From an optimization exercise on the open Yosys and OpenROAD flow, aimed at small area; shortcuts taken in it are not production practice. Function was checked by simulation only, so behaviour that the tests miss may differ from the original. No activity file was given, so power comes from the tool's default toggle rates.

--- flow/design.v ---
`timescale 1ns / 1ps
package lbed_pkg;
	localparam int STRIDE     = 16;
	localparam int MAX_GROUPS = 4096;
	localparam int SAMPLE_W  = 16;
	localparam int TIME_W    = 48;
	localparam int LEVEL_W   = 20;
	localparam int IVL_W     = 16;
	localparam int CFG_W     = 20;
	localparam int CFG_IDX_W = 1;
	localparam int ACC_L   = 52;                
	localparam int CNT_L   = 12;                
	localparam int RING_L  = ACC_L + CNT_L + TIME_W + LEVEL_W;
	localparam int B_W     = 21;                
	localparam logic [CFG_IDX_W-1:0] REG_RISE_THRESHOLD = 1'b0;
	localparam logic [CFG_IDX_W-1:0] REG_MIN_INTERVAL   = 1'b1;
endpackage
`timescale 1ns / 1ps
module lbed_divsqrt
(
	input  logic clk,
	input  logic init,      
	input  logic en,        
	input  logic a,
	input  logic b,
	input  logic t,
	output logic borrow_q,
	output logic gt_q,
	output logic gt_d
);
	logic d;
	assign d    = a ^ b ^ borrow_q;
	assign gt_d = (en && (d != t)) ? d : gt_q;
	always_ff @(posedge clk) begin
		if (init) begin
			borrow_q <= 1'b0;
			gt_q     <= 1'b0;
		end else if (en) begin
			borrow_q <= (~a & b) | (~(a ^ b) & borrow_q);
			gt_q     <= gt_d;
		end
	end
endmodule
`timescale 1ns / 1ps
import lbed_pkg::*;
module low_band_energy_beat_detector_core
(
	input  logic                 clk,
	input  logic                 arst_n,
	input  logic                 cfg_we,
	input  logic [lbed_pkg::CFG_IDX_W-1:0] cfg_index,
	input  logic [lbed_pkg::CFG_W-1:0]     cfg_wdata,
	input  logic                 s_tvalid,
	output logic                 s_tready,
	input  logic [63:0]          s_tdata,    
	input  logic                 s_tlast,    
	output logic                 m_tvalid,
	input  logic                 m_tready,
	output logic [23:0]          m_tdata,    
	output logic                 m_tuser     
);
	localparam logic [3:0]
		ST_INIT  = 4'd0,
		ST_IDLE  = 4'd1,
		ST_SADDW = 4'd2,
		ST_SADD  = 4'd3,
		ST_SQW   = 4'd4,
		ST_SQ    = 4'd5,
		ST_ACC   = 4'd6,
		ST_ROOTW = 4'd7,
		ST_ROOTI = 4'd8,
		ST_ROOT  = 4'd9,
		ST_DECW  = 4'd10,
		ST_DEC   = 4'd11,
		ST_LOAD  = 4'd12;
	localparam logic [7:0] P_LAST = 8'(RING_L - 1);                  
	localparam logic [7:0] P_ACCL = 8'(ACC_L - 1);                   
	localparam logic [7:0] P_CNT0 = 8'(ACC_L);                       
	localparam logic [7:0] P_CNTL = 8'(ACC_L + CNT_L - 1);           
	localparam logic [7:0] P_TIM0 = 8'(ACC_L + CNT_L);               
	localparam logic [7:0] P_TIML = 8'(ACC_L + CNT_L + TIME_W - 1);  
	localparam logic [7:0] P_PRV0 = 8'(ACC_L + CNT_L + TIME_W);      
	logic [3:0]  state_q, state_d;
	logic [7:0]  p_q;
	logic [LEVEL_W-1:0] thr_q;
	logic [IVL_W-1:0]   ivl_q;
	logic               thr_set_q, ivl_set_q;
	logic [RING_L-1:0]  ring_q;
	logic [B_W-1:0]     b_q;
	logic [3:0]         fill_q;
	logic               sat_q, any_q, have_prev_q;
	logic [4:0]         s_q;        
	logic [3:0]         i_q;        
	logic               c_q, c2_q, m_q, mn_q, sgn_q, upd_q, tgt_q;
	logic               seen_q, just_q;
	logic               m_tvalid_q, beat_out_q, valid_out_q;
	logic [4:0] w;
	logic       p_last, in_acc, win2, in_tim, in_prv;
	assign w      = p_q[4:0];
	assign p_last = (p_q == P_LAST);
	assign in_acc = (p_q <= P_ACCL);
	assign win2   = (p_q[7:5] == 3'd2) && (w <= 5'd20);    
	assign in_tim = (p_q >= P_TIM0) && (p_q <= P_TIML);
	assign in_prv = (p_q >= P_PRV0);
	logic r0, tap;
	assign r0  = ring_q[0];
	assign tap = b_q[0];
	logic [6:0] q;
	logic       q_pos, q_le19, q_le20;
	assign q      = p_q[6:0] - {2'b00, s_q};
	assign q_pos  = ~q[6];
	assign q_le19 = q_pos && (q[5:0] <= 6'd19);
	assign q_le20 = q_pos && (q[5:0] <= 6'd20);
	logic st_sq, st_root, st_dec;
	assign st_sq   = (state_q == ST_SQ);
	assign st_root = (state_q == ST_ROOT);
	assign st_dec  = (state_q == ST_DEC);
	logic passes_done;
	assign passes_done = (s_q == 5'd31) && (i_q == 4'd0);
	logic stream, sub, y, sum, cout;
	always_comb begin
		stream = 1'b0;
		if (st_sq)
			stream = q_pos & tap;
		else if (st_root)
			stream = q_le20 & tap;
		sub = st_sq ? (s_q == 5'd19) : sgn_q;
		y   = (in_acc && (st_sq || st_root)) ? ((m_q & stream) ^ sub) : 1'b0;
	end
	assign sum  = r0 ^ y ^ c_q;
	assign cout = (r0 & y) | (r0 & c_q) | (y & c_q);
	logic [5:0]  t_idx;
	logic [63:0] tdat;
	logic        tbit;
	assign t_idx = p_q[5:0];
	assign tdat  = {16'd0, s_tdata[63:16]};
	assign tbit  = tdat[t_idx];
	logic sbit;
	assign sbit = w[4] ? s_tdata[15] : s_tdata[w[3:0]];
	logic gsum;
	assign gsum = (fill_q != 4'd0) & tap;
	logic r_in;
	always_comb begin
		if (state_q == ST_INIT)
			r_in = 1'b0;
		else if (state_q == ST_LOAD)
			r_in = (p_q < P_TIM0) ? 1'b0 : ((beat_out_q && in_tim) ? tbit : r0);
		else if (st_dec && in_prv && any_q)
			r_in = tap;
		else
			r_in = sum;
	end
	logic urule;
	always_comb begin
		if (just_q)
			urule = sgn_q;
		else if (!seen_q && tap)
			urule = ~sgn_q;
		else if (!seen_q && b_q[1])
			urule = 1'b1;
		else
			urule = tap;
	end
	logic b_en, b_in;
	always_comb begin
		b_en = 1'b0;
		b_in = tap;
		unique case (state_q)
			ST_SADD: begin b_en = 1'b1; b_in = gsum ^ sbit ^ c2_q; end
			ST_SQ:   b_en = (in_acc && q_le19) || (p_q == P_CNT0);
			ST_ROOTI: begin b_en = win2; b_in = (w == 5'd19); end
			ST_ROOT: begin
				b_en = (in_acc && q_le20) || (upd_q && win2);
				b_in = (upd_q && win2) ? urule : tap;
			end
			ST_DEC: begin b_en = (p_q >= P_TIML); b_in = any_q & tap; end
			default: ;
		endcase
	end
	logic [4:0] lidx;
	logic       cmp_init, cmp_en, cmp_a, cmp_t, br, gt, gt_d;
	assign lidx     = {~p_q[4], p_q[3:0]};
	assign cmp_init = st_dec && (p_q == P_CNTL || p_q == P_TIML);
	assign cmp_en   = st_dec && (in_tim || in_prv);
	assign cmp_a    = in_prv ? tap : tbit;
	assign cmp_t    = in_prv ? (thr_q[lidx] & thr_set_q)
	                         : ((t_idx < 6'd16) ? (ivl_q[t_idx[3:0]] & ivl_set_q) : 1'b0);
	lbed_divsqrt u_cmp (
		.clk(clk), .init(cmp_init), .en(cmp_en),
		.a(cmp_a), .b(r0), .t(cmp_t),
		.borrow_q(br), .gt_q(gt), .gt_d(gt_d)
	);
	logic beat;
	assign beat = have_prev_q & any_q & ~br & gt & tgt_q;
	logic [3:0] st_fin;
	assign st_fin = any_q ? ST_ROOTW : ST_DECW;
	always_comb begin
		state_d = state_q;
		unique case (state_q)
			ST_INIT:  if (p_last) state_d = ST_IDLE;
			ST_IDLE: begin
				if (s_tvalid && !m_tvalid_q) begin
					if (sat_q)
						state_d = s_tlast ? st_fin : ST_ACC;
					else
						state_d = ST_SADDW;
				end
			end
			ST_SADDW: if ((w == 5'd31 && p_q[7:5] != 3'd3) || p_last) state_d = ST_SADD;
			ST_SADD: begin
				if (w == 5'd20) begin
					if (fill_q == 4'd15)
						state_d = ST_SQW;
					else
						state_d = s_tlast ? st_fin : ST_ACC;
				end
			end
			ST_SQW:   if (p_last) state_d = ST_SQ;
			ST_SQ:    if (p_last && passes_done) state_d = s_tlast ? st_fin : ST_ACC;
			ST_ACC:   state_d = ST_IDLE;
			ST_ROOTW: if (p_last) state_d = ST_ROOTI;
			ST_ROOTI: if (p_last) state_d = ST_ROOT;
			ST_ROOT:  if (p_last && passes_done) state_d = ST_DECW;
			ST_DECW:  if (p_last) state_d = ST_DEC;
			ST_DEC:   if (p_last) state_d = ST_LOAD;
			ST_LOAD:  if (p_last) state_d = ST_ACC;
			default:  state_d = ST_IDLE;
		endcase
	end
	assign s_tready = (state_q == ST_ACC);
	always_ff @(posedge clk or negedge arst_n) begin
		if (!arst_n) begin
			state_q     <= ST_INIT;
			p_q         <= '0;
			fill_q      <= '0;
			sat_q       <= 1'b0;
			any_q       <= 1'b0;
			have_prev_q <= 1'b0;
			thr_set_q   <= 1'b0;
			ivl_set_q   <= 1'b0;
			m_tvalid_q  <= 1'b0;
		end else begin
			state_q <= state_d;
			p_q     <= p_last ? 8'd0 : p_q + 8'd1;
			if (cfg_we) begin
				if (cfg_index == REG_RISE_THRESHOLD)
					thr_set_q <= 1'b1;
				else
					ivl_set_q <= 1'b1;
			end
			if (state_q == ST_SADD && w == 5'd20)
				fill_q <= fill_q + 4'd1;
			if (state_q == ST_SQW)
				any_q <= 1'b1;
			if (st_sq && p_q == P_CNTL && cout)
				sat_q <= 1'b1;
			if (state_q == ST_LOAD && p_q == 8'd0)
				have_prev_q <= have_prev_q | any_q;
			if (state_q == ST_ACC && s_tlast) begin
				fill_q     <= '0;
				sat_q      <= 1'b0;
				any_q      <= 1'b0;
				m_tvalid_q <= 1'b1;
			end else if (m_tready) begin
				m_tvalid_q <= 1'b0;
			end
		end
	end
	always_ff @(posedge clk) begin
		if (cfg_we) begin
			if (cfg_index == REG_RISE_THRESHOLD)
				thr_q <= cfg_wdata[LEVEL_W-1:0];
			else
				ivl_q <= cfg_wdata[IVL_W-1:0];
		end
	end
	always_ff @(posedge clk) begin
		ring_q <= {r_in, ring_q[RING_L-1:1]};
		if (b_en)
			b_q <= {b_in, b_q[B_W-1:1]};
		if (p_last) begin
			unique case (state_q)
				ST_SQW:   c_q <= 1'b1;
				ST_ROOTI: c_q <= 1'b1;
				ST_ROOT:  c_q <= ~passes_done & sgn_q;
				default:  c_q <= 1'b0;
			endcase
		end else if (p_q == P_ACCL) begin
			c_q <= st_sq && (s_q == 5'd19);      
		end else if (p_q == P_CNTL) begin
			c_q <= 1'b0;
		end else begin
			c_q <= cout;
		end
		c2_q <= (state_q == ST_SADD && w != 5'd20) ? ((gsum & sbit) | (gsum & c2_q) | (sbit & c2_q)) : 1'b0;
		unique case (state_q)
			ST_SQW: begin
				s_q <= 5'd19;
				i_q <= 4'd0;
				m_q <= b_q[19];
			end
			ST_SQ: begin
				if (p_q == P_CNT0)
					s_q <= s_q - 5'd1;
				if (in_acc && q_pos && q == {2'b00, s_q} - 7'd1)
					mn_q <= tap;
				if (p_last)
					m_q <= mn_q;
			end
			ST_ROOTW: begin
				s_q   <= 5'd19;
				i_q   <= 4'd0;
				sgn_q <= 1'b1;
				upd_q <= 1'b0;
			end
			ST_ROOTI, ST_ROOT: begin
				if (st_root && p_q == P_ACCL) begin
					if (i_q == 4'd12) begin
						i_q   <= 4'd0;
						s_q   <= s_q - 5'd13;
						upd_q <= 1'b1;
						sgn_q <= ~sum;
					end else begin
						i_q <= i_q + 4'd1;
						s_q <= s_q + 5'd1;
					end
				end
				if (p_last)
					upd_q <= 1'b0;
				if (p_q[7:4] == 4'b0011 && p_q[3:2] != 2'b00 && p_q[3:0] == i_q + 4'd4)
					m_q <= r0;
				if (i_q == 4'd12 && p_q == P_TIM0)
					m_q <= sat_q;
			end
			default: ;
		endcase
		if (p_q[7:5] != 3'd2) begin
			seen_q <= 1'b0;
			just_q <= 1'b0;
		end else begin
			just_q <= tap & ~seen_q;
			seen_q <= seen_q | tap;
		end
		if (st_dec && p_q == P_TIML)
			tgt_q <= gt_d;
		if (state_q == ST_LOAD && p_q == 8'd0) begin
			beat_out_q  <= beat;
			valid_out_q <= any_q;
		end
	end
	assign m_tvalid = m_tvalid_q;
	assign m_tdata  = {3'b000, b_q[LEVEL_W:1], beat_out_q};
	assign m_tuser  = valid_out_q;
endmodule
--- flow/flow/run.sh ---
#!/bin/bash
set -euo pipefail
export BUFFER_PORTS_ARGS="-buffer_cell sky130_fd_sc_hd__buf_1"
export CTS_ARGS="-sink_clustering_enable -repair_clock_nets -dont_use_dummy_load -buf_list {sky130_fd_sc_hd__clkbuf_2 sky130_fd_sc_hd__clkbuf_4} -sink_clustering_size 12 -sink_clustering_max_diameter 50"
bash standard.sh > standard_make.log 2>&1
--- flow/standard.sh ---
#!/bin/bash
# synth_recipe.tcl (not shown) runs the flow's synth.tcl, then flattens the netlist and writes it again
# the make line also repeats each setting of config.mk as NAME=value (left out here)
make -C /OpenROAD-flow-scripts/flow DESIGN_CONFIG=/design/flow/config.mk WORK_HOME=/design/flow/orfs CLKGATE_MAP_FILE= SYNTH_SCRIPT=/design/flow/synth_recipe.tcl "${@:-finish}"
--- flow/config.mk ---
export PLATFORM = sky130hd
export DESIGN_NAME = low_band_energy_beat_detector_core
export DESIGN_NICKNAME = low_band_energy_beat_detector_core
export VERILOG_FILES = /design/flow/design.v
export SDC_FILE = /design/flow/constraint.sdc
export NUM_CORES = 4
export LEC_CHECK = 0
export ABC_AREA = 1
export CAP_MARGIN = 20
export CORE_MARGIN = 2
export CORE_UTILIZATION = 55
export PLACE_DENSITY = 0.7
export SLEW_MARGIN = 20
--- flow/constraint.sdc ---
create_clock -name core_clock -period 9.0 [get_ports {clk}]
set_input_delay 1.8000 -clock core_clock [delete_from_list [all_inputs] [get_ports {clk}]]
set_output_delay 1.8000 -clock core_clock [all_outputs]
set_load 0.01 [all_outputs]
==> flow_summary.ini, run 1 <==
[synth]
synth_compound_area_share_pct = 8.80
avg_synthesized_cell_area_um2 = 9.93
synth_largest_type_area_fraction_pct = 31.3
synth_warnings = 2
post_synth_num_cell_types = 46
synth-simple-area-share_pct = 16.9
syn_inst = 888
post_synth_fa_ha_maj_area_fraction_pct = 3.83
synth_top_family_by_area = simple AND/OR/NAND/NOR gates
synthXorXnorAreaFrac_pct = 1.39
synth-edff-count = 73
synth.area.mux_share_pct = 0
synthFlopType = dfxtp_1
yosys_register_bits = 233
post-synth-top-count-cell = nand2_1
synth.cell_area_um2 = 8820
synth.largest_area_cell = dfxtp_1
synth_commonest_cells = 154 x nand2_1, 138 x dfxtp_1, 108 x inv_1, 100 x nor2_1, 73 x edfxtp_1
async_reset_ff_share_pct = 9.44
synth-seq-area-share_pct = 62.4
post_synth_main_area_contributors = dfxtp_1 31%, edfxtp_1 25%, nand2_1 6.6%

[placement]
place.gp.congestion = 0.925
placed_cell_areas_um2 = 9400
io_buffers = 114
dp_cells = 1199
detailed_place_hpwl_um = 12500

[cts]
cts_inserted_buffers = 26
post_cts.resized_instances = 0
cts_setup_buffers = 0
clk_latency_ps = 650
clock_tree_from_tritoncts = done
cts-hold-fix-buffers = 0
root_buffer = clkbuf_4
clk_transition_reported_paths_ps = 110
clock_sinks = 233
h_tree_lvl_count = 1
clockBufferDepth = 3

[worst_setup_path]
setup.reg_to_reg.worst_slack_ps = 5150
reg2regPathDepth = 17
worst-setup-path-type = flip-flop to flip-flop
critical_path.reg2reg.endpoint = sgn_q
required_ps = 9360
cpPeakStageDelay_ps = 610
crit_arrival_ps = 4220
crit_path_start_kind = flip-flop
cp_slowest_cell = inv_2
timing.rr.start = p_q[0]
worstPathMaxFanout = 54
crit_path_cells = inv_2, ha_1, inv_1, fa_1, nand3_1, nand2_1, or2_2, nand2_1, inv_1, nand2_1, nand2_1, o21ai_0, nand2_1, nand2_1, nand3_1, fa_1, or2_2
worstSetupEndpointType = flip-flop
critPathCapture = sgn_q
worst_setup_path_startpoint = p_q[0]
critical_path.most_common_cell = nand2_1

[grt]
grt_pass1_wl_um = 28800
grt_start_max_net_pins = 55
grt.total_usage_pct = 21.3
grt_antenna_before_repair = 1
grt_pass1_vias = 6035
global_route.overflow_total = 0

[timing]
finalWorstPathRequiredPeriod_ps = 3850
fin_tns_setup_ps = 0
final-max-slew-violation-count = 0
relSlewSlack_pct = 34.7
max_freq_mhz = 259
final.setup_skew_ps = 80.6
rsz0062_at_grt = false
report.final.hold_viol_count = 0
max_slew.worst_pin.slew_ps = 974
finalSetupViolations = 0
timing.hold.ws_ps = 272
period_share_pct = 42.8

[drt]
dr.pass1.iters = 7
drt_iter0_markers = 354
remaining_drc_errors = 0
totalWireLength_um = 17800
vias_per_cell = 5.13
detailroute.via_count = 6294
postRouteAntennaNets = 0
drt-wirelength-per-cell_um = 14.5

[status]
run_status = complete, no violations

[power]
internal_power_w = 0.00157
switching_share_pct = 31.1
pwr-share-comb_pct = 22.7
power.share.sequential_pct = 58.6
total_leakage_power_nw = 4.01
switching_power_w = 0.000706
ir_worst_vdd_v = 0.000130
pwr_density_cell_nw_per_um2 = 237
power.share.clock_pct = 18.7

[die]
fp.dieW_um = 131
core-area_um2 = 15800
placement_rows = 46
io_count = 118
floorplan.initialDensity_pct = 55.9
fp.dieH_um = 131
die-area_um2 = 17100

[run]
max_cap_viol_count = 0

[cells_and_area]
final_area_um2 = 9600
area_delta_synth_final_pct = 8.90
drive_above_1_share_pct = 5.45
nets = 1126
fin_cells = 1226

[worst_hold_path]
hold_path_class = flip-flop to flip-flop
worst min path at each step:
stage                 from     endpoint  slack (ps)  cells after the start
5_1_grt         ring_q[15]   ring_q[14]         280                      0
4_1_cts         ring_q[15]   ring_q[14]         270                      0
3_3_place_gp    ring_q[91]   ring_q[90]         310                      0
3_5_place_dp   ring_q[127]  ring_q[126]         310                      0
6_report        ring_q[15]   ring_q[14]         270                      0
2_1_floorplan    ring_q[1]    ring_q[0]         310                      0
sequential cells by signal, summed over array words and instances, names as in the netlist, 4 cells and up:
name and cells:
ring_q 132, b_q 21, thr_q 20, ivl_q 16
p_q 8, s_q 5, fill_q 4, i_q 4
state_q 4
through the flow:
stage	worst slack (ps)	utilization (%)	power (W)
2_1_floorplan	5370	-	0.00171
3_3_place_gp	5080	59.6	0.00186
3_5_place_dp	5040	59.6	0.00187
4_1_cts	5170	60.9	0.00229
5_1_grt	4920	60.9	0.00242
6_report	5150	60.9	0.00227
kinds of logic after synthesis:
| group | Yosys count |
|---|---|
| xor+xnor | 14 |
| simple gates | 344 |
| other cells | 1 |
| flops | 233 |
| compound gates | 134 |
| buf+inv | 138 |
| fa+ha+maj | 24 |
power by group through the flow:
stage          combinational, W  clock, W  sequential [W]
2_1_floorplan          0.000366         0         0.00134
3_3_place_gp           0.000506         0         0.00135
3_5_place_dp           0.000514         0         0.00135
4_1_cts                0.000515  0.000446         0.00133
5_1_grt                0.000592  0.000483         0.00135
6_report               0.000517  0.000426         0.00133
layout make-up:
type	instances	area (µm²)
Timing Repair Buffer	118	458
Antenna cell	1	2.50
Sequential cell	233	5510
Fill cell	1408	6170
Inverter	113	429
Tap cell	216	270
Multi-Input combinational cell	519	2740
Clock buffer	26	195
cells in the final DEF, fill, tap and decap left out, types with 4 or more instances in the layout:
cell type    n
dfrtp_1     22
o22ai_1      7
nor2_1     100
inv_2        4
edfxtp_1    73
a31oi_1      4
a21oi_1     30
o2111ai_1    5
nand3_1     51
ha_1        19
nand4_1     10
xor2_1       8
nor2_2       9
nor3_1      10
clkbuf_4    26
o211ai_1     7
dfxtp_1    138
buf_4        4
xnor2_1      6
buf_1      114
inv_1      108
o21ai_0     64
fa_1         5
a211oi_1     4
nand2_1    154
layer usage:
layer  vias up  global-route usage, %  part of all wire [%]
li1       3152                      -                     -
met1      2916                   28.7                    46
met2       179                   34.8                    47
met3        47                   3.66                   4.9
met4         0                   7.82                   3.0
met5         -                      0                     0
worst max-delay path: cells and delay by family, from the launching register on:
family	cells	cell delay, ps
AND/OR/NAND/NOR	10	1180
adder cells (fa/ha/maj)	3	1130
flip-flops	1	390
AO/OA/AOI/OAI	1	210
buffers and inverters	3	720
==> run 2, diff against run 1 <==
--- a/flow/config.mk
+++ b/flow/config.mk
@@ -5,7 +5,6 @@
 export SDC_FILE = /design/flow/constraint.sdc
 export NUM_CORES = 4
 export LEC_CHECK = 0
-export ABC_AREA = 1
 export CAP_MARGIN = 20
 export CORE_MARGIN = 2
 export CORE_UTILIZATION = 55
==> flow_summary.ini, run 2 <==
[placement]
io_buffers = 114
dp_cells = 973
detailed_place_hpwl_um = 11800
place.gp.congestion = 0.883

[synth]
synth_largest_type_area_fraction_pct = 31.5
avg_synthesized_cell_area_um2 = 13.1
post_synth_num_cell_types = 74
synth-edff-count = 73
synthFlopType = dfxtp_1
synth_commonest_cells = 138 x dfxtp_1, 73 x edfxtp_1, 45 x nor2_1, 33 x nand2_1, 27 x inv_1
synth.cell_area_um2 = 8760
yosys_register_bits = 233
post-synth-top-count-cell = dfxtp_1
synth_warnings = 2
syn_inst = 669
post_synth_main_area_contributors = dfxtp_1 32%, edfxtp_1 25%, dfrtp_1 6.3%
synth-seq-area-share_pct = 62.8
async_reset_ff_share_pct = 9.44
synth.largest_area_cell = dfxtp_1

[timing]
max_freq_mhz = 236
period_share_pct = 47.1
final.setup_skew_ps = 106
rsz0062_at_grt = false
finalSetupViolations = 0
relSlewSlack_pct = 32.7
max_slew.worst_pin.slew_ps = 1010
report.final.hold_viol_count = 0
final-max-slew-violation-count = 0
timing.hold.ws_ps = 267
fin_tns_setup_ps = 0
finalWorstPathRequiredPeriod_ps = 4240

[cts]
clock_tree_from_tritoncts = done
cts-hold-fix-buffers = 0
root_buffer = clkbuf_4
post_cts.resized_instances = 0
clock_sinks = 233
cts_inserted_buffers = 24
clockBufferDepth = 3
clk_transition_reported_paths_ps = 110
cts_setup_buffers = 0
clk_latency_ps = 640
h_tree_lvl_count = 1

[worst_setup_path]
critical_path.reg2reg.endpoint = b_q[20]
required_ps = 9320
setup.reg_to_reg.worst_slack_ps = 5080
crit_path_start_kind = primary input
crit_arrival_ps = 4570
worst-setup-path-type = primary input to flip-flop
worstPathMaxFanout = 2
reg2regPathDepth = 11
worstSetupEndpointType = flip-flop
timing.rr.start = p_q[1]

[cells_and_area]
layout.cells.most_common = dfxtp_1
largest_regs = ring_q (132), b_q (21), thr_q (20)
most-common-layout-cells = 138 x dfxtp_1, 114 x buf_1, 73 x edfxtp_1
final_core_utilization_pct = 60.4
area_delta_synth_final_pct = 8.34
fin_cells = 997
antenna_cells_inserted = 0
nets = 898
drive_above_1_share_pct = 7.04
largest_register_ffs = 132
registers.top_by_ff_count = ring_q

[grt]
grt_start_max_net_pins = 37
grt_pass1_wl_um = 26800
gr-max-usage-layer = met2
grt_pass1_vias = 5446
grt_util_met3_pct = 3.77
global_route.overflow_total = 0
groute.layer.met1.usage_pct = 27.3
grt_antenna_before_repair = 0
grt.total_usage_pct = 20.0
global_route_met2_usage_pct = 33.0

[die]
fp.dieH_um = 130
floorplan.initialDensity_pct = 55.8
die-area_um2 = 17000
placement_rows = 46
fp.dieW_um = 130
io_count = 118
core-area_um2 = 15700

[power]
pwr_density_cell_nw_per_um2 = 162
total_leakage_power_nw = 3.48
p_total_w = 0.00153
ir_worst_vdd_v = 0.000125

[drt]
postRouteAntennaNets = 0
drt_iter0_markers = 371
vias_per_cell = 5.51
dr.pass1.iters = 7
detailroute.via_count = 5496
drt-wirelength-per-cell_um = 16.6
totalWireLength_um = 16600
remaining_drc_errors = 0

[worst_hold_path]
worstHoldEndpoint = ring_q[42]
worst_hold_path.num_cells = 0
hold_path_class = flip-flop to flip-flop
worst_hold_startpoint = ring_q[43]

[run]
max_cap_viol_count = 0

[status]
run_status = complete, no violations
run 2: cell count changes after synthesis, sizes merged, moves of 11 or more:
cell    change
mux4       +23
o21ai      -45
xnor2      +12
inv        -84
mux2i      +12
nand3      -34
clkbuf     +11
nor2       -66
nor2b      +11
nand2     -123
run 2: kinds of logic after synthesis:
family	count (synthesis)	share of synthesized area [%]
AOI/OAI and AO/OA	105	8.14
muxes	38	8.14
buffers and inverters	60	3.30
DFF	233	62.8
adders and majority gates	24	3.85
xor gates and xnor gates	31	3.10
and+or+nand+nor	177	10.6
other	1	0.0428
run 2: routing by layer:
metal	routed length [µm]	vias up
li1	-	2642
met1	7250	2637
met2	8030	183
met3	925	34
met4	349	0
met5	0	-
run 2: how the worst max path moves through the flow:
stage | slack, ps | end | depth (start not counted) | start
2_1_floorplan | 4450 | b_q[20] | 10 | s_tdata[11]
3_3_place_gp | 4210 | b_q[20] | 11 | s_tdata[15]
3_5_place_dp | 4190 | b_q[20] | 11 | s_tdata[15]
4_1_cts | 4800 | b_q[20] | 11 | s_tdata[11]
5_1_grt | 4630 | b_q[20] | 11 | s_tdata[15]
6_report | 4760 | b_q[20] | 11 | s_tdata[11]
run 2: power by group:
part | internal (W) | switching, W
clock network | 0.000123 | 0.000280
logic | 0.0000202 | 0.0000163
registers | 0.00109 | 0.00000271
run 2: area by class of cell:
| cell class | instances | area, µm² |
|---|---|---|
| Timing Repair Buffer | 117 | 450 |
| Clock buffer | 24 | 180 |
| Tap cell | 216 | 270 |
| Fill cell | 1301 | 6220 |
| Sequential cell | 233 | 5510 |
| Inverter | 29 | 109 |
| Multi-Input combinational cell | 378 | 2980 |
run 2: through the flow:
step | worst slack [ps] | area (µm²)
final | 4760 | 9500
after global routing | 4630 | 9500
after CTS | 4800 | 9500
after detailed placement | 4190 | 9320
after global placement | 4210 | 9320
after floorplan | 4450 | 8770
run 2: worst max-delay path: stages:
cell and delay, ps:
buf_1 70, mux4_2 460, mux4_2 470, mux2_2 310
fa_1 430, inv_1 60, a21oi_1 60, a2111o_1 420
a41oi_1 220, a211oi_1 80, a21o_1 170
==> run 3, diff against run 2 <==
--- a/flow/design.v
+++ b/flow/design.v
@@ -91,7 +91,7 @@
 	logic               sat_q, any_q, have_prev_q;
 	logic [4:0]         s_q;        
 	logic [3:0]         i_q;        
-	logic               c_q, c2_q, m_q, mn_q, sgn_q, upd_q, tgt_q;
+	logic               c_q, c2_q, m_q, mn_q, sgn_q, tgt_q;
 	logic               seen_q, just_q;
 	logic               m_tvalid_q, beat_out_q, valid_out_q;
 	logic [4:0] w;
@@ -105,26 +105,25 @@
 	logic r0, tap;
 	assign r0  = ring_q[0];
 	assign tap = b_q[0];
-	logic [6:0] q;
-	logic       q_pos, q_le19, q_le20;
-	assign q      = p_q[6:0] - {2'b00, s_q};
-	assign q_pos  = ~q[6];
-	assign q_le19 = q_pos && (q[5:0] <= 6'd19);
-	assign q_le20 = q_pos && (q[5:0] <= 6'd20);
-	logic st_sq, st_root, st_dec;
+	logic       q_pos, q_le20;
+	assign q_pos  = (p_q[5:0] >= {1'b0, s_q});
+	assign q_le20 = q_pos && (p_q[5:0] <= {1'b0, s_q} + 6'd20);
+	logic st_sq, st_root, st_dec, upd;
 	assign st_sq   = (state_q == ST_SQ);
 	assign st_root = (state_q == ST_ROOT);
 	assign st_dec  = (state_q == ST_DEC);
+	assign upd     = st_root && (i_q == 4'd4);    
+	logic [7:0] p_inc;
+	assign p_inc = p_q + 8'd1;
 	logic passes_done;
-	assign passes_done = (s_q == 5'd31) && (i_q == 4'd0);
+	assign passes_done = st_sq ? (s_q == 5'd20) : ((s_q == 5'd31) && (i_q == 4'd4));
 	logic stream, sub, y, sum, cout;
 	always_comb begin
-		stream = 1'b0;
-		if (st_sq)
-			stream = q_pos & tap;
-		else if (st_root)
-			stream = q_le20 & tap;
-		sub = st_sq ? (s_q == 5'd19) : sgn_q;
+		if (q_le20)
+			stream = tap;
+		else
+			stream = st_sq & q_pos & b_q[B_W-1];
+		sub = sgn_q;
 		y   = (in_acc && (st_sq || st_root)) ? ((m_q & stream) ^ sub) : 1'b0;
 	end
 	assign sum  = r0 ^ y ^ c_q;
@@ -167,11 +166,11 @@
 		b_in = tap;
 		unique case (state_q)
 			ST_SADD: begin b_en = 1'b1; b_in = gsum ^ sbit ^ c2_q; end
-			ST_SQ:   b_en = (in_acc && q_le19) || (p_q == P_CNT0);
+			ST_SQ:   b_en = in_acc && q_le20;
 			ST_ROOTI: begin b_en = win2; b_in = (w == 5'd19); end
 			ST_ROOT: begin
-				b_en = (in_acc && q_le20) || (upd_q && win2);
-				b_in = (upd_q && win2) ? urule : tap;
+				b_en = (in_acc && q_le20) || (upd && win2);
+				b_in = (upd && win2) ? urule : tap;
 			end
 			ST_DEC: begin b_en = (p_q >= P_TIML); b_in = any_q & tap; end
 			default: ;
@@ -241,7 +240,7 @@
 			m_tvalid_q  <= 1'b0;
 		end else begin
 			state_q <= state_d;
-			p_q     <= p_last ? 8'd0 : p_q + 8'd1;
+			p_q     <= p_last ? 8'd0 : p_inc;
 			if (cfg_we) begin
 				if (cfg_index == REG_RISE_THRESHOLD)
 					thr_set_q <= 1'b1;
@@ -280,13 +279,12 @@
 			b_q <= {b_in, b_q[B_W-1:1]};
 		if (p_last) begin
 			unique case (state_q)
-				ST_SQW:   c_q <= 1'b1;
-				ST_ROOTI: c_q <= 1'b1;
-				ST_ROOT:  c_q <= ~passes_done & sgn_q;
-				default:  c_q <= 1'b0;
+				ST_ROOTI:       c_q <= 1'b1;
+				ST_SQ, ST_ROOT: c_q <= ~passes_done & sgn_q;
+				default:        c_q <= 1'b0;
 			endcase
 		end else if (p_q == P_ACCL) begin
-			c_q <= st_sq && (s_q == 5'd19);      
+			c_q <= st_sq && (s_q == 5'd0);      
 		end else if (p_q == P_CNTL) begin
 			c_q <= 1'b0;
 		end else begin
@@ -295,41 +293,40 @@
 		c2_q <= (state_q == ST_SADD && w != 5'd20) ? ((gsum & sbit) | (gsum & c2_q) | (sbit & c2_q)) : 1'b0;
 		unique case (state_q)
 			ST_SQW: begin
-				s_q <= 5'd19;
-				i_q <= 4'd0;
-				m_q <= b_q[19];
+				s_q   <= 5'd0;
+				i_q   <= 4'd4;
+				m_q   <= tap;
+				sgn_q <= 1'b0;
 			end
 			ST_SQ: begin
-				if (p_q == P_CNT0)
-					s_q <= s_q - 5'd1;
-				if (in_acc && q_pos && q == {2'b00, s_q} - 7'd1)
+				if (p_q == P_CNT0) begin
+					s_q   <= s_q + 5'd1;
+					sgn_q <= (s_q == 5'd18);   
+				end
+				if (p_q == {1'b0, s_q, 1'b1})
 					mn_q <= tap;
 				if (p_last)
 					m_q <= mn_q;
 			end
 			ST_ROOTW: begin
 				s_q   <= 5'd19;
-				i_q   <= 4'd0;
+				i_q   <= 4'd4;
 				sgn_q <= 1'b1;
-				upd_q <= 1'b0;
 			end
 			ST_ROOTI, ST_ROOT: begin
 				if (st_root && p_q == P_ACCL) begin
-					if (i_q == 4'd12) begin
-						i_q   <= 4'd0;
+					if (i_q == 4'd0) begin
+						i_q   <= 4'd4;
 						s_q   <= s_q - 5'd13;
-						upd_q <= 1'b1;
 						sgn_q <= ~sum;
 					end else begin
 						i_q <= i_q + 4'd1;
 						s_q <= s_q + 5'd1;
 					end
 				end
-				if (p_last)
-					upd_q <= 1'b0;
-				if (p_q[7:4] == 4'b0011 && p_q[3:2] != 2'b00 && p_q[3:0] == i_q + 4'd4)
+				if (p_q[7:4] == 4'b0011 && p_q[3:2] != 2'b00 && p_q[3:0] == i_q)
 					m_q <= r0;
-				if (i_q == 4'd12 && p_q == P_TIM0)
+				if (i_q == 4'd0 && p_q == P_TIM0)
 					m_q <= sat_q;
 			end
 			default: ;
==> flow/flow/run.sh (replaced) <==
#!/bin/bash
set -euo pipefail
export BUFFER_PORTS_ARGS="-buffer_cell sky130_fd_sc_hd__buf_1"
export CTS_ARGS="-sink_clustering_enable -repair_clock_nets -dont_use_dummy_load -buf_list {sky130_fd_sc_hd__clkbuf_4} -sink_clustering_size 11 -sink_clustering_max_diameter 40"
bash standard.sh > standard_make.log 2>&1
--- a/flow/config.mk
+++ b/flow/config.mk
@@ -7,6 +7,6 @@
 export LEC_CHECK = 0
 export CAP_MARGIN = 20
 export CORE_MARGIN = 2
-export CORE_UTILIZATION = 55
-export PLACE_DENSITY = 0.7
+export CORE_UTILIZATION = 65
+export PLACE_DENSITY = 0.8
 export SLEW_MARGIN = 20
==> flow_summary.ini, run 3 <==
[status]
run_status = complete, no violations

[worst_setup_path]
crit_path_cells = ha_1, nor2b_1, o21a_1, o31ai_1, mux2i_1, nand3_1, mux2i_1, fa_1, mux2i_1, nor2_1, a211oi_1, a211oi_1
required_ps = 9500
crit_arrival_ps = 4530
cp_slowest_cell = dfrtp_2
cpPeakStageDelay_ps = 1020
worst-setup-path-type = flip-flop to flip-flop
worstPathMaxFanout = 42
crit_path_start_kind = flip-flop
critical_path.most_common_cell = mux2i_1
worstSetupEndpointType = flip-flop

[synth]
avg_synthesized_cell_area_um2 = 13.1
post_synth_main_area_contributors = dfxtp_1 33%, edfxtp_1 26%, dfrtp_1 6.5%
synth-seq-area-share_pct = 64.6
post-synth-top-count-cell = dfxtp_1
synth.largest_area_cell = dfxtp_1
async_reset_ff_share_pct = 9.48
synth_warnings = 2
post_synth_num_cell_types = 66
synth.cell_area_um2 = 8480
synthFlopType = dfxtp_1
synth_largest_type_area_fraction_pct = 32.6
synth_commonest_cells = 138 x dfxtp_1, 72 x edfxtp_1, 42 x nand2_1, 38 x nor2_1, 28 x mux2i_1
yosys_register_bits = 232
syn_inst = 646
synth-edff-count = 72

[timing]
finalWorstPathRequiredPeriod_ps = 4030
fin_tns_setup_ps = 0
final.setup_skew_ps = 41.7
finalSetupViolations = 0
max_slew.worst_pin.slew_ps = 984
relSlewSlack_pct = 34.4
final-max-slew-violation-count = 0
max_freq_mhz = 248
period_share_pct = 44.8
report.final.hold_viol_count = 0
rsz0062_at_grt = false

[drt]
dr.pass1.iters = 7
drt_iter0_markers = 380
postRouteAntennaNets = 0
detailroute.via_count = 5349
drt-wirelength-per-cell_um = 17.2
vias_per_cell = 5.72
remaining_drc_errors = 0
totalWireLength_um = 16100

[die]
fp.dieH_um = 118
die-area_um2 = 14000
floorplan.initialDensity_pct = 66.9
fp.dieW_um = 118
placement_rows = 41
io_count = 118
core-area_um2 = 12700

[cells_and_area]
antenna_cells_inserted = 0
area_delta_synth_final_pct = 8.83
final.fill_count = 885
layout.cells.most_common = dfxtp_1
largest_register_ffs = 132
nets = 883
drive_above_1_share_pct = 7.47
multi_input_combinational_cell_area_um2 = 2760
registers.top_by_ff_count = ring_q
largest_regs = ring_q (132), b_q (21), thr_q (20)
register_area_um2 = 5480
most-common-layout-cells = 138 x dfxtp_1, 114 x buf_1, 72 x edfxtp_1

[grt]
grt.total_usage_pct = 23.7
grt_pass1_wl_um = 27100
grt_antenna_before_repair = 0
grt_pass1_vias = 5506
grt_start_max_net_pins = 43
global_route.overflow_total = 0

[cts]
cts-hold-fix-buffers = 0
clock_tree_from_tritoncts = done
h_tree_lvl_count = 1
clock_sinks = 232
clk_latency_ps = 630
cts_setup_buffers = 0
post_cts.resized_instances = 0
clk_transition_reported_paths_ps = 110
cts_inserted_buffers = 29
clockBufferDepth = 3
root_buffer = clkbuf_4

[placement]
detailed_place_hpwl_um = 11400
place.gp.congestion = 0.950
io_buffers = 114

[worst_hold_path]
hold_path_class = flip-flop to flip-flop

[run]
max_cap_viol_count = 0

[power]
ir_worst_vdd_v = 0.000166
total_leakage_power_nw = 3.52
pwr_density_cell_nw_per_um2 = 242
p_total_w = 0.00223
run 3: area by class of cell:
class                   count  share of cell area (%)
clock buffers              29                    2.36
well taps                 172                    2.33
inverters                  23                   0.936
flip-flops and latches    232                    59.4
multi-input cells         359                    29.9
repair buffers            120                    5.13
run 3: final timing paths:
check / from / endpoint / slack (ps) / cells past startpoint
max in group asynchronous: arst_n / p_q[1] / 7580 / 2
min in group asynchronous: arst_n / have_prev_q / 1140 / 2
worst min register to register: ring_q[8] / ring_q[7] / 310 / 0
worst max register to register: p_q[1] / ring_q[131] / 4970 / 12
worst min-delay path: ring_q[8] / ring_q[7] / 310 / 0
worst max-delay path: p_q[1] / ring_q[131] / 4970 / 12
run 3: critical path, delay by kind of cell, from the launching register on:
family | cells | cell delay [ps]
AND/OR/NAND/NOR | 3 | 320
adder cells (fa/ha/maj) | 2 | 890
flip-flops | 1 | 1020
multiplexers | 3 | 650
AO/OA/AOI/OAI | 4 | 1050
run 3: layer usage:
layer  vias to the layer above  GRT usage [%]  part of all wire [%]
met2                       199           39.5                    49
met4                         0           6.10                   1.6
li1                       2549              -                     -
met1                      2571           32.3                    44
met3                        30           4.58                   5.8
met5                         -              0                     0
run 3: report_power, final:
part	total, W	leakage (nW)	internal [W]	switching, W
Combinational	0.000444	1.33	0.000176	0.000268
Sequential	0.00135	2.05	0.00123	0.000114
Clock	0.000439	0.133	0.000148	0.000291
run 3: cells by family after synthesis:
kind of cell	synth area share, %
AO/OA/AOI/OAI	7.74
XOR/XNOR	2.27
adder cells (fa/ha/maj)	4.49
buffers and inverters	2.98
flip-flops	64.6
multiplexers	8.09
other	0.0442
AND/OR/NAND/NOR	9.79
run 3: metrics by stage:
| stage | hold WS [ps] | instances | instance area [µm²] | util [%] | worst slack (ps) |
|---|---|---|---|---|---|
| 6_report | 308 | 935 | 9220 | 72.8 | 4970 |
| 5_1_grt | 309 | 935 | 9220 | 72.8 | 4900 |
| 4_1_cts | 316 | 935 | 9220 | 72.8 | 5080 |
| 3_5_place_dp | 312 | 906 | 9010 | 71.1 | 4800 |
| 3_3_place_gp | 314 | 906 | 9010 | 71.1 | 4840 |
| 2_1_floorplan | 310 | 648 | 8480 | - | 5130 |
==> run 4, diff against run 3 <==
==> flow/flow/run.sh (replaced) <==
#!/bin/bash
set -euo pipefail
export BUFFER_PORTS_ARGS="-buffer_cell sky130_fd_sc_hd__buf_1"
export CTS_ARGS="-sink_clustering_enable -repair_clock_nets -dont_use_dummy_load -buf_list {sky130_fd_sc_hd__clkbuf_4} -sink_clustering_size 10 -sink_clustering_max_diameter 40"
bash standard.sh > standard_make.log 2>&1
--- a/flow/config.mk
+++ b/flow/config.mk
@@ -7,6 +7,6 @@
 export LEC_CHECK = 0
 export CAP_MARGIN = 20
 export CORE_MARGIN = 2
-export CORE_UTILIZATION = 65
-export PLACE_DENSITY = 0.8
+export CORE_UTILIZATION = 70
+export PLACE_DENSITY = 0.85
 export SLEW_MARGIN = 20
==> flow_summary.ini, run 4 <==
[timing]
timing.final.ws_setup_ps = 4930
relSlewSlack_pct = 34.1
final.setup_skew_ps = 66.9
finalWorstPathRequiredPeriod_ps = 4070
max_freq_mhz = 246
finalSetupViolations = 0
report.final.hold_viol_count = 0
fin_tns_setup_ps = 0
max_slew.worst_pin.slew_ps = 989
rsz0062_at_grt = false
period_share_pct = 45.2
final-max-slew-violation-count = 0

[worst_setup_path]
worst-setup-path-type = flip-flop to flip-flop
worstPathMaxFanout = 9
critical_path.most_common_cell = mux2i_1
crit_path_start_kind = flip-flop
worst_path_dominant_cell_family = adder cells
crit_arrival_ps = 4550
cp_slowest_cell = edfxtp_1
worstSetupEndpointType = flip-flop
crit_path_cells = ha_1, xor2_1, ha_1, and4b_1, o21a_1, o31ai_1, mux2i_1, nand3_1, mux2i_1, fa_1, mux2i_1, nor2_1, a211oi_1, a211oi_1
cpPeakStageDelay_ps = 590
setup.reg_to_reg.worst_slack_ps = 4930
crit_buf_inv = 0
required_ps = 9480

[drt]
dr.pass1.iters = 5
drt-wirelength-per-cell_um = 18.6
totalWireLength_um = 16900
drt_iter0_markers = 563
remaining_drc_errors = 0
vias_per_cell = 6.01
postRouteAntennaNets = 0
detailroute.via_count = 5461

[synth]
post-synth-top-count-cell = dfxtp_1
synth_commonest_cells = 138 x dfxtp_1, 72 x edfxtp_1, 42 x nand2_1, 38 x nor2_1, 28 x mux2i_1
yosys_register_bits = 232
synth.cell_area_um2 = 8480
post_synth_num_cell_types = 66
synth_largest_type_area_fraction_pct = 32.6
synth-seq-area-share_pct = 64.6
syn_inst = 646
post_synth_main_area_contributors = dfxtp_1 33%, edfxtp_1 26%, dfrtp_1 6.5%
avg_synthesized_cell_area_um2 = 13.1
synthFlopType = dfxtp_1
synth-edff-count = 72
async_reset_ff_share_pct = 9.48
synth.largest_area_cell = dfxtp_1
synth_warnings = 2

[cells_and_area]
drive_above_1_share_pct = 7.35
antenna_cells_inserted = 0
layout.cells.most_common = dfxtp_1
area_delta_synth_final_pct = 8.37
nets = 882
registers.top_by_ff_count = ring_q
final_area_um2 = 9190
most-common-layout-cells = 138 x dfxtp_1, 114 x buf_1, 72 x edfxtp_1
largest_register_ffs = 132
largest_regs = ring_q (132), b_q (21), thr_q (20)

[cts]
clock_sinks = 232
cts_inserted_buffers = 29
h_tree_lvl_count = 1
clock_tree_from_tritoncts = done
clk_latency_ps = 610
post_cts.resized_instances = 0
root_buffer = clkbuf_4
cts-hold-fix-buffers = 0
clockBufferDepth = 3
clk_transition_reported_paths_ps = 100
cts_setup_buffers = 0

[placement]
detailed_place_hpwl_um = 12000
dp_slack_ps = 4790
place.gp.congestion = 0.980
io_buffers = 114
placed_cell_areas_um2 = 8970

[worst_hold_path]
hold_path_class = flip-flop to flip-flop

[die]
io_count = 118
fp.dieW_um = 114
placement_rows = 40
floorplan.initialDensity_pct = 71.2
die-area_um2 = 13000
core-area_um2 = 11900
fp.dieH_um = 114

[grt]
global_route.overflow_total = 0
grt.total_usage_pct = 26.6
grt_pass1_vias = 5570
grt_antenna_before_repair = 0
grt_start_max_net_pins = 43
grt_pass1_wl_um = 27400

[power]
total_leakage_power_nw = 3.51
pwr_density_cell_nw_per_um2 = 242
ir_worst_vdd_v = 0.000170

[status]
run_status = complete, no violations

[run]
max_cap_viol_count = 0
==> run 4: cell count changes in the layout (fill, tap and decap cells not counted), sizes merged <==
cell / before / now
buf: 120 / 119
==> run 4: metal layers <==
layer	wire length [µm]	vias up	global-route usage [%]	share of wire (%)
li1	-	2549	-	-
met1	6810	2602	34.3	40
met2	8380	254	44.8	50
met3	1120	56	5.42	6.6
met4	565	0	10.0	3.3
met5	0	-	0	0
==> run 4: cells by family after synthesis <==
| group | after synthesis | synth area share [%] |
|---|---|---|
| xor gates and xnor gates | 22 | 2.27 |
| AOI/OAI and AO/OA | 94 | 7.74 |
| and+or+nand+nor | 165 | 9.79 |
| adders and majority gates | 29 | 4.49 |
| buffers and inverters | 57 | 2.98 |
| muxes | 46 | 8.09 |
| other | 1 | 0.0442 |
| DFF | 232 | 64.6 |
==> run 4: power by group <==
part	leakage, nW	internal [W]	total, W	switching, W
Combinational	1.33	0.000177	0.000448	0.000271
Clock	0.133	0.000147	0.000430	0.000283
Sequential	2.05	0.00123	0.00135	0.000116
==> run 4: worst paths after layout <==
check | start | to | cells past startpoint
setup / recovery | s_q[2] | ring_q[131] | 14
hold / removal | ring_q[124] | ring_q[123] | 0
setup reg to reg | s_q[2] | ring_q[131] | 14
hold reg to reg | ring_q[124] | ring_q[123] | 0
max in group asynchronous | arst_n | p_q[1] | 2
min in group asynchronous | arst_n | fill_q[3] | 2
==> run 4: cell type report <==
type	instances	area (µm²)
Clock buffer	29	218
Tap cell	147	184
Multi-Input combinational cell	359	2760
Inverter	23	86.3
Timing Repair Buffer	119	465
Sequential cell	232	5480
Fill cell	733	2730
==> run 4: through the flow <==
stage / power [W] / hold slack, ps / std cells / utilization [%]
2_1_floorplan: 0.00165 / 310 / 648 / -
3_3_place_gp: 0.00177 / 313 / 880 / 75.3
3_5_place_dp: 0.00180 / 312 / 880 / 75.3
4_1_cts: 0.00224 / 295 / 909 / 77.1
5_1_grt: 0.00235 / 298 / 909 / 77.1
6_report: 0.00223 / 312 / 909 / 77.1
==> run 4: worst register-to-register path, stage by stage, from the launching register on <==
cell and delay, ps:
edfxtp_1 590, ha_1 330, xor2_1 180, ha_1 300, and4b_1 220, o21a_1 110, o31ai_1 440, mux2i_1 240
nand3_1 100, mux2i_1 190, fa_1 480, mux2i_1 160, nor2_1 90, a211oi_1 410, a211oi_1 120
==> run 5, diff against run 4 <==
==> flow/flow/run.sh (replaced) <==
#!/bin/bash
# Layout flow: the standard flow, with three changes.
# 1. After the standard synthesis, the combinational gates are re-mapped for area by
#    reopt.tcl (yosys + ABC); every flip-flop keeps its instance, name and cell type.
# 2. Port buffers use the smallest buffer cell.
# 3. CTS uses clkbuf_4 only, small sink clusters and no dummy loads.
set -euo pipefail
export BUFFER_PORTS_ARGS="-buffer_cell sky130_fd_sc_hd__buf_1"
export CTS_ARGS="-sink_clustering_enable -repair_clock_nets -dont_use_dummy_load -buf_list {sky130_fd_sc_hd__clkbuf_2} -sink_clustering_size 6 -sink_clustering_max_diameter 30"
RES="$PWD/orfs/results/${FLOW_PLATFORM}/low_band_energy_beat_detector_core/base"
bash standard.sh "$RES/1_2_yosys.v" > standard_synth.log 2>&1
cp "$RES/1_2_yosys.v" "$RES/1_2_yosys_standard.v"
REOPT_NETLIST="$RES/1_2_yosys.v" REOPT_ABC="$PWD/flow/reopt.abc" \
  yosys -c flow/reopt.tcl > reopt_yosys.log 2>&1
bash standard.sh > standard_layout.log 2>&1
==> flow/flow/reopt.abc (new file) <==
strash
&get -n
&deepsyn -T 40
&put
dch -f
amap
==> flow/flow/reopt.tcl (new file) <==
# Re-map the combinational logic of the standard synthesis netlist for area.
# The flip-flops are kept as they are (same instances, names and cell types); only the
# gates between them are re-synthesized by ABC with an area-oriented script.
yosys -import
set lib  $::env(FLOW_HOME)/platforms/$::env(FLOW_PLATFORM)/lib/sky130_fd_sc_hd__tt_025C_1v80.lib
set net  $::env(REOPT_NETLIST)
set top  $::env(FLOW_TOP)
read_liberty -ignore_miss_func $lib
blackbox sky130_fd_sc_hd__df* sky130_fd_sc_hd__edf* sky130_fd_sc_hd__sdf* sky130_fd_sc_hd__dl*
read_verilog $net
hierarchy -top $top
flatten
# wires inside the flattened gates get names like cell.pin: make them internal
yosys rename -hide w:*.*
opt -purge
abc -liberty $lib -dont_use sky130_fd_sc_hd__probe_p_8 -dont_use sky130_fd_sc_hd__probec_p_8 \
  -dont_use sky130_fd_sc_hd__lpflow_* -dont_use sky130_fd_sc_hd__clkdly* -dont_use sky130_fd_sc_hd__dlygate* \
  -dont_use sky130_fd_sc_hd__dlymetal* -script $::env(REOPT_ABC)
opt_clean -purge
hierarchy -top $top
read_liberty -lib -overwrite $lib
hilomap -hicell sky130_fd_sc_hd__conb_1 HI -locell sky130_fd_sc_hd__conb_1 LO
insbuf -buf sky130_fd_sc_hd__buf_1 A X
opt_clean -purge
check -assert -mapped
stat -liberty $lib
write_verilog -noattr -nohex -nodec $net
==> flow_summary.ini, run 5 <==
[worst_setup_path]
worst_setup_path_startpoint = p_q[1]
crit_path_start_kind = flip-flop
worst-setup-path-type = flip-flop to flip-flop
worstPathMaxFanout = 15
timing.rr.start = p_q[1]
setup.reg_to_reg.worst_slack_ps = 4350
worstSetupEndpointType = flip-flop
reg2regPathDepth = 14
critical_path.reg2reg.endpoint = u_cmp.gt_q
crit_arrival_ps = 5240
required_ps = 9590

[timing]
max_slew.worst_pin.slew_ps = 1070
max_freq_mhz = 215
finalWorstPathRequiredPeriod_ps = 4650
final-max-slew-violation-count = 0
report.final.hold_viol_count = 0
relSlewSlack_pct = 28.3
fin_tns_setup_ps = 0
finalSetupViolations = 0
period_share_pct = 51.6
rsz0062_at_grt = false
final.setup_skew_ps = 92.2

[cells_and_area]
layout.cells.most_common = dfxtp_1
most-common-layout-cells = 138 x dfxtp_1, 114 x buf_1, 107 x nor2_1
final.fill_count = 597
registers.top_by_ff_count = ring_q
drive_above_1_share_pct = 6.91
antenna_cells_inserted = 0
largest_register_ffs = 132
nets = 903
largest_regs = ring_q (132), b_q (21), thr_q (20)
area_delta_synth_final_pct = 11.8

[drt]
vias_per_cell = 6.23
postRouteAntennaNets = 0
detailroute.via_count = 5914
dr.pass1.iters = 6
remaining_drc_errors = 0
drt_iter0_markers = 661
totalWireLength_um = 19200
drt-wirelength-per-cell_um = 20.2

[cts]
clk_latency_ps = 690
clock_sinks = 232
cts-hold-fix-buffers = 0
clockBufferDepth = 3
clk_transition_reported_paths_ps = 110
h_tree_lvl_count = 2
cts_setup_buffers = 0
root_buffer = clkbuf_2
cts_inserted_buffers = 46
clock_tree_from_tritoncts = done
post_cts.resized_instances = 0

[power]
p_total_w = 0.00158
total_leakage_power_nw = 3.03
pwr_density_cell_nw_per_um2 = 186
ir_worst_vdd_v = 0.000178

[die]
io_count = 118
floorplan.initialDensity_pct = 70.9
core-area_um2 = 10700
fp.dieH_um = 108
die-area_um2 = 11700
fp.dieW_um = 108
placement_rows = 38

[grt]
grt_start_max_net_pins = 23
grt_antenna_before_repair = 0
grt.total_usage_pct = 33.8
grt_pass1_wl_um = 30000
grt_pass1_vias = 5923
global_route.overflow_total = 0

[worst_hold_path]
hold_path_class = flip-flop to flip-flop
worstHoldEndpoint = ring_q[22]
worst_hold_path.num_cells = 0
worst_hold_startpoint = ring_q[23]

[run]
max_cap_viol_count = 0

[synth]
syn_inst = 647
synth_warnings = 2
avg_synthesized_cell_area_um2 = 11.7
synth.cell_area_um2 = 7590

[status]
run_status = complete, no violations

[placement]
detailed_place_hpwl_um = 13800
io_buffers = 114
place.gp.congestion = 1.01
run 5: through the flow:
step           instance area, µm²  cells  hold WS [ps]  setup WS, ps  util, %
3_5_place_dp                 8240    904           312          4600     77.0
4_1_cts                      8470    950           244          4600     79.2
5_1_grt                      8480    950           189          4060     79.3
2_1_floorplan                7590    647           310          5300        -
3_3_place_gp                 8240    904           313          5010     77.0
6_report                     8480    950           270          4350     79.3
run 5: layout make-up:
class	count	area (µm²)	share of cell area (%)
Clock buffer	46	230	2.71
Inverter	58	218	2.57
Multi-Input combinational cell	353	1900	22.4
Sequential cell	232	5480	64.5
Tap cell	140	175	2.06
Timing Repair Buffer	121	480	5.66
run 5: routing by layer:
metal / wire, µm / global-route usage [%]
met3: 1690 / 6.57
met5: 0 / 0
met1: 7240 / 43.3
met2: 9200 / 55.9
met4: 1030 / 16.4
run 5: worst max-delay path, cell delays in order, from the launching register on:
cell	delay, ps
dfrtp_1	410
clkinv_1	160
nor2_1	850
clkinv_1	690
o21ai_0	430
nor3_1	100
nor4_1	480
a2111o_1	230
o21a_1	150
or2_0	150
nand2_1	80
a211oi_1	440
a22o_1	210
o21ai_0	120
nor2_1	120
run 5: worst max path at each step:
stage               cells past startpoint  slack [ps]         end
global placement                       13        5010       tgt_q
finish                                 14        4350  u_cmp.gt_q
CTS                                    14        4600  u_cmp.gt_q
floorplan                              12        5300       tgt_q
global route                           14        4060  u_cmp.gt_q
detailed placement                     14        4600       tgt_q
run 5: power breakdown:
group	internal (W)	switching, W	leakage (nW)
combinational	0.0000138	0.0000182	0.859
clock	0.000133	0.000323	0.191
sequential	0.00109	0.00000420	1.98
==> run 6, diff against run 5 <==
--- a/flow/flow/run.sh
+++ b/flow/flow/run.sh
@@ -6,7 +6,7 @@
 # 3. CTS uses clkbuf_4 only, small sink clusters and no dummy loads.
 set -euo pipefail
 export BUFFER_PORTS_ARGS="-buffer_cell sky130_fd_sc_hd__buf_1"
-export CTS_ARGS="-sink_clustering_enable -repair_clock_nets -dont_use_dummy_load -buf_list {sky130_fd_sc_hd__clkbuf_2} -sink_clustering_size 6 -sink_clustering_max_diameter 30"
+export CTS_ARGS="-sink_clustering_enable -repair_clock_nets -dont_use_dummy_load -buf_list {sky130_fd_sc_hd__clkbuf_8} -sink_clustering_size 20 -sink_clustering_max_diameter 30"
 RES="$PWD/orfs/results/${FLOW_PLATFORM}/low_band_energy_beat_detector_core/base"
 bash standard.sh "$RES/1_2_yosys.v" > standard_synth.log 2>&1
 cp "$RES/1_2_yosys.v" "$RES/1_2_yosys_standard.v"
==> flow_summary.ini, run 6 <==
[worst_setup_path]
timing.rr.start = p_q[1]
worstPathMaxFanout = 15
reg2regPathDepth = 14
setup.reg_to_reg.worst_slack_ps = 4300
required_ps = 9450
worst_path_dominant_cell_family = simple AND/OR/NAND/NOR gates
crit_buf_inv = 2
crit_path_start_kind = flip-flop
cp_slowest_cell = nor2_1
crit_path_cells = clkinv_1, nor2_1, clkinv_1, o21ai_0, nor3_1, nor4_1, a2111o_1, o21a_1, or2_0, nand2_1, a211oi_1, a22o_1, o21ai_0, nor2_1
worst-setup-path-type = flip-flop to flip-flop
worstSetupEndpointType = flip-flop
critical_path.reg2reg.endpoint = u_cmp.gt_q
crit_arrival_ps = 5150
cpPeakStageDelay_ps = 850

[cts]
post_cts.resized_instances = 0
cts_inserted_buffers = 29
clock_tree_from_tritoncts = done
cts_setup_buffers = 0
clk_latency_ps = 550
clk_transition_reported_paths_ps = 90
h_tree_lvl_count = 1
root_buffer = clkbuf_8
clockBufferDepth = 3
clock_sinks = 232
cts-hold-fix-buffers = 0

[timing]
final-max-slew-violation-count = 0
max_slew.worst_pin.slew_ps = 1070
finalWorstPathRequiredPeriod_ps = 4700
report.final.hold_viol_count = 0
rsz0062_at_grt = false
final.setup_skew_ps = 68.6
finalSetupViolations = 0
relSlewSlack_pct = 28.2
max_freq_mhz = 213
period_share_pct = 52.2
timing.final.ws_setup_ps = 4300
fin_tns_setup_ps = 0

[grt]
grt_pass1_vias = 5832
global_route.overflow_total = 0
grt_pass1_wl_um = 30400
grt_start_max_net_pins = 23
grt_antenna_before_repair = 0
grt.total_usage_pct = 34.5

[power]
ir_worst_vdd_v = 0.000189
pwr-share-comb_pct = 1.8
power.share.sequential_pct = 63.4
total_leakage_power_nw = 3.05
power.share.clock_pct = 34.8
p_total_w = 0.00172
internal_power_w = 0.00139
switching_power_w = 0.000339
switching_share_pct = 19.7
pwr_density_cell_nw_per_um2 = 199

[run]
max_cap_viol_count = 0

[worst_hold_path]
worstHoldEndpoint = ring_q[111]
worst_hold_path.num_cells = 0
hold_path_class = flip-flop to flip-flop
worst_hold_startpoint = ring_q[112]

[cells_and_area]
drive_above_1_share_pct = 4.92
registers.top_by_ff_count = ring_q
final_area_um2 = 8650
nets = 886
layout.cells.most_common = dfxtp_1
largest_register_ffs = 132
antenna_cells_inserted = 0
largest_regs = ring_q (132), b_q (21), thr_q (20)
final_core_utilization_pct = 80.9
final.fill_count = 571
most-common-layout-cells = 138 x dfxtp_1, 114 x buf_1, 107 x nor2_1
area_delta_synth_final_pct = 14.1

[placement]
place.gp.congestion = 1.01
io_buffers = 114
placed_cell_areas_um2 = 8240
detailed_place_hpwl_um = 13800
dp_slack_ps = 4600

[drt]
dr.pass1.iters = 8
drt_iter0_markers = 708
totalWireLength_um = 19400
drt-wirelength-per-cell_um = 20.8
vias_per_cell = 6.32
postRouteAntennaNets = 0
remaining_drc_errors = 0
detailroute.via_count = 5895

[synth]
syn_inst = 647
synth_warnings = 2
synth.cell_area_um2 = 7590
avg_synthesized_cell_area_um2 = 11.7

[die]
core-area_um2 = 10700
fp.dieW_um = 108
io_count = 118
die-area_um2 = 11700
fp.dieH_um = 108
floorplan.initialDensity_pct = 70.9
placement_rows = 38

[status]
run_status = complete, no violations
-- run 6: metal layers --
| metal | vias to the layer above | global-route usage, % | part of all wire (%) |
|---|---|---|---|
| met1 | 2757 | 43.6 | 37 |
| li1 | 2613 | - | - |
| met2 | 429 | 57.5 | 49 |
| met3 | 96 | 6.57 | 9.1 |
| met5 | - | 0 | 0 |
| met4 | 0 | 16.8 | 4.8 |
-- run 6: cell type report --
cell class	instances	area (µm²)	area share (%)
clock buffer	29	399	4.61
inverter	58	218	2.52
multi-input combinational	353	1900	22.0
sequential	232	5480	63.3
tap	140	175	2.02
timing repair buffer	121	480	5.55
-- run 6: how the worst max path moves through the flow --
stage                startpoint         end  slack (ps)  depth (start not counted)
finish                   p_q[1]  u_cmp.gt_q        4300                         14
global route             p_q[1]  u_cmp.gt_q        3840                         14
CTS                      p_q[1]  u_cmp.gt_q        4460                         14
detailed placement       p_q[1]       tgt_q        4600                         14
global placement    s_tdata[33]       tgt_q        5010                         13
floorplan           s_tdata[33]       tgt_q        5300                         12
-- run 6: power groups by stage --
stage | sequential [W] | combinational [W] | clock (W)
floorplan | 0.00111 | 0.00000976 | 0
global placement | 0.00111 | 0.0000289 | 0
detailed placement | 0.00111 | 0.0000309 | 0
CTS | 0.00109 | 0.0000313 | 0.000605
global route | 0.00109 | 0.0000350 | 0.000643
finish | 0.00109 | 0.0000319 | 0.000600
-- run 6: per-stage QoR --
stage	hold WS [ps]	instances
after floorplan	310	647
after global placement	313	904
after detailed placement	312	904
after CTS	284	933
after global routing	271	933
final	293	933
==> run 7, diff against run 6 <==
--- a/flow/flow/run.sh
+++ b/flow/flow/run.sh
@@ -6,7 +6,7 @@
 # 3. CTS uses clkbuf_4 only, small sink clusters and no dummy loads.
 set -euo pipefail
 export BUFFER_PORTS_ARGS="-buffer_cell sky130_fd_sc_hd__buf_1"
-export CTS_ARGS="-sink_clustering_enable -repair_clock_nets -dont_use_dummy_load -buf_list {sky130_fd_sc_hd__clkbuf_8} -sink_clustering_size 20 -sink_clustering_max_diameter 30"
+export CTS_ARGS="-sink_clustering_enable -repair_clock_nets -dont_use_dummy_load -buf_list {sky130_fd_sc_hd__clkbuf_16} -sink_clustering_size 30 -sink_clustering_max_diameter 40"
 RES="$PWD/orfs/results/${FLOW_PLATFORM}/low_band_energy_beat_detector_core/base"
 bash standard.sh "$RES/1_2_yosys.v" > standard_synth.log 2>&1
 cp "$RES/1_2_yosys.v" "$RES/1_2_yosys_standard.v"
==> flow_summary.ini, run 7 <==
[status]
run_status = complete, no violations

[cts]
clock_tree_from_tritoncts = done
clockBufferDepth = 3
root_buffer = clkbuf_16
cts-hold-fix-buffers = 0
h_tree_lvl_count = 1
clk_latency_ps = 530
cts_inserted_buffers = 23
clock_sinks = 232
post_cts.resized_instances = 0
clk_transition_reported_paths_ps = 80
cts_setup_buffers = 0

[worst_hold_path]
worst_hold_path.num_cells = 0
hold_path_class = flip-flop to flip-flop
worstHoldEndpoint = ring_q[14]
worst_hold_startpoint = ring_q[15]

[worst_setup_path]
critical_path.reg2reg.endpoint = state_q[3]
crit_path_start_kind = flip-flop
timing.rr.start = state_q[3]
reg2regPathDepth = 16
setup.reg_to_reg.worst_slack_ps = 4390
worstSetupEndpointType = flip-flop
crit_arrival_ps = 4930
worst-setup-path-type = flip-flop to flip-flop
required_ps = 9330
worstPathMaxFanout = 13

[synth]
synth.cell_area_um2 = 7590
syn_inst = 647
synth_warnings = 2
avg_synthesized_cell_area_um2 = 11.7

[power]
power.share.sequential_pct = 56.7
pwr-share-comb_pct = 1.8
switching_power_w = 0.000380
total_leakage_power_nw = 3.12
internal_power_w = 0.00155
pwr_density_cell_nw_per_um2 = 219
switching_share_pct = 19.7
ir_worst_vdd_v = 0.000246
power.share.clock_pct = 41.5

[die]
fp.dieH_um = 108
fp.dieW_um = 108
io_count = 118
floorplan.initialDensity_pct = 70.9
core-area_um2 = 10700
die-area_um2 = 11700
placement_rows = 38

[timing]
final.setup_skew_ps = 91.1
period_share_pct = 51.2
rsz0062_at_grt = false
finalSetupViolations = 0
max_freq_mhz = 217
final-max-slew-violation-count = 0
relSlewSlack_pct = 24.5
report.final.hold_viol_count = 0
finalWorstPathRequiredPeriod_ps = 4610
fin_tns_setup_ps = 0
max_slew.worst_pin.slew_ps = 1130

[cells_and_area]
final_core_utilization_pct = 82.5
antenna_cells_inserted = 0
largest_register_ffs = 132
area_delta_synth_final_pct = 16.4
largest_regs = ring_q (132), b_q (21), thr_q (20)
registers.top_by_ff_count = ring_q
most-common-layout-cells = 138 x dfxtp_1, 114 x buf_1, 107 x nor2_1
nets = 880
layout.cells.most_common = dfxtp_1
drive_above_1_share_pct = 4.19

[grt]
grt_start_max_net_pins = 23
grt.total_usage_pct = 39.2
grt_antenna_before_repair = 0
grt_pass1_wl_um = 34000
grt_pass1_vias = 6175
global_route.overflow_total = 0

[drt]
drt-wirelength-per-cell_um = 24.0
dr.pass1.iters = 30
drt_iter0_markers = 1173
detailroute.via_count = 6222
vias_per_cell = 6.71
postRouteAntennaNets = 0
remaining_drc_errors = 0
totalWireLength_um = 22300

[run]
max_cap_viol_count = 0

[placement]
detailed_place_hpwl_um = 13800
place.gp.congestion = 1.01
io_buffers = 114
-- run 7: changes by cell type in the layout (fill, tap and decap cells not counted), sizes merged --
cell	before	now
clkbuf	29	23
-- run 7: final cells by class --
cell class                      instances  area, µm²
Tap cell                              140        175
Sequential cell                       232       5480
Multi-Input combinational cell        353       1900
Fill cell                             516       1870
Timing Repair Buffer                  121        480
Clock buffer                           23        576
Inverter                               58        218
-- run 7: power by group through the flow --
| stage | logic, W | registers [W] | clock network, W |
|---|---|---|---|
| after floorplan | 0.00000976 | 0.00111 | 0 |
| after global placement | 0.0000289 | 0.00111 | 0 |
| after detailed placement | 0.0000309 | 0.00111 | 0 |
| after CTS | 0.0000326 | 0.00109 | 0.000795 |
| after global routing | 0.0000360 | 0.00109 | 0.000835 |
| final | 0.0000340 | 0.00109 | 0.000800 |
-- run 7: stage by stage --
stage                     cell area, µm²  std cells  power (W)  hold WS [ps]  worst slack [ps]
after global placement              8240        904    0.00114           313              5010
after detailed placement            8240        904    0.00115           312              4600
final                               8830        927    0.00193           305              4390
after floorplan                     7590        647    0.00112           310              5300
after global routing                8830        927    0.00197           304              3900
after CTS                           8820        927    0.00192           305              4630
-- run 7: worst max-delay path: stages, from the launching register on --
cell,delay (ps)
dfrtp_1,420
clkinv_1,160
nor2_1,390
nand2_1,420
nor2_1,390
o22ai_1,180
nor3_1,340
nor2_1,70
a21oi_1,220
a21oi_1,110
a31oi_1,270
a22oi_1,120
o21bai_1,210
a41oi_1,380
o21ai_0,310
o21ai_0,320
o21ai_0,150
-- run 7: worst max-delay path by stage --
| stage | startpoint | to |
|---|---|---|
| after floorplan | s_tdata[33] | tgt_q |
| after global placement | s_tdata[33] | tgt_q |
| after detailed placement | p_q[1] | tgt_q |
| after CTS | p_q[1] | tgt_q |
| after global routing | p_q[1] | tgt_q |
| final | state_q[3] | state_q[3] |
-- run 7: per-layer routing --
layer	wire [µm]	share of wire [%]	GRT usage [%]
met4	1590	7.1	21.5
met1	7660	34	47.8
met3	2370	11	8.08
met2	10600	48	65.8
met5	23	0.10	0

-- port drivers added, routing unchanged --
How much do the figures lean on ideal ports? The routed layouts below were timed once more, with nothing changed but the port constraints. Step 1 sets driving cells, clkbuf_16 on the clock port and buf_2 on the other inputs (assumed; they add their load-dependent delay and slew). Step 2 adds t to the input delays and takes it off the output delays; t is the mean of the earliest and latest rising clock arrival at the registers after step 1. Input paths then give back, and output paths get back, about the clock's delay inside the block. a / b / c = ideal / step 1 / step 2; a / b = the first two.
| run | shift t [ns] | slack for setup (ns) | clock arrival spread, ns |
|---|---|---|---|
| run 1 | 0.641 | 5.146 / 5.146 / 5.013 | 0.081 / 0.080 |
| run 2 | 0.623 | 4.758 / 4.769 / 4.146 | 0.106 / 0.106 |
| run 3 | 0.634 | 4.969 / 4.969 / 4.755 | 0.049 / 0.048 |
| run 4 | 0.612 | 4.929 / 4.929 / 4.729 | 0.076 / 0.076 |
| run 5 | 0.681 | 4.354 / 4.354 / 4.354 | 0.110 / 0.111 |
| run 6 | 0.554 | 4.298 / 4.298 / 4.298 | 0.069 / 0.069 |
| run 7 | 0.532 | 4.394 / 4.394 / 4.394 | 0.094 / 0.094 |
After both steps every run listed still meets setup and hold. The setup slack of run 2, which loses most, moves by +0.011 ns with the drivers and by -0.612 ns with both steps.
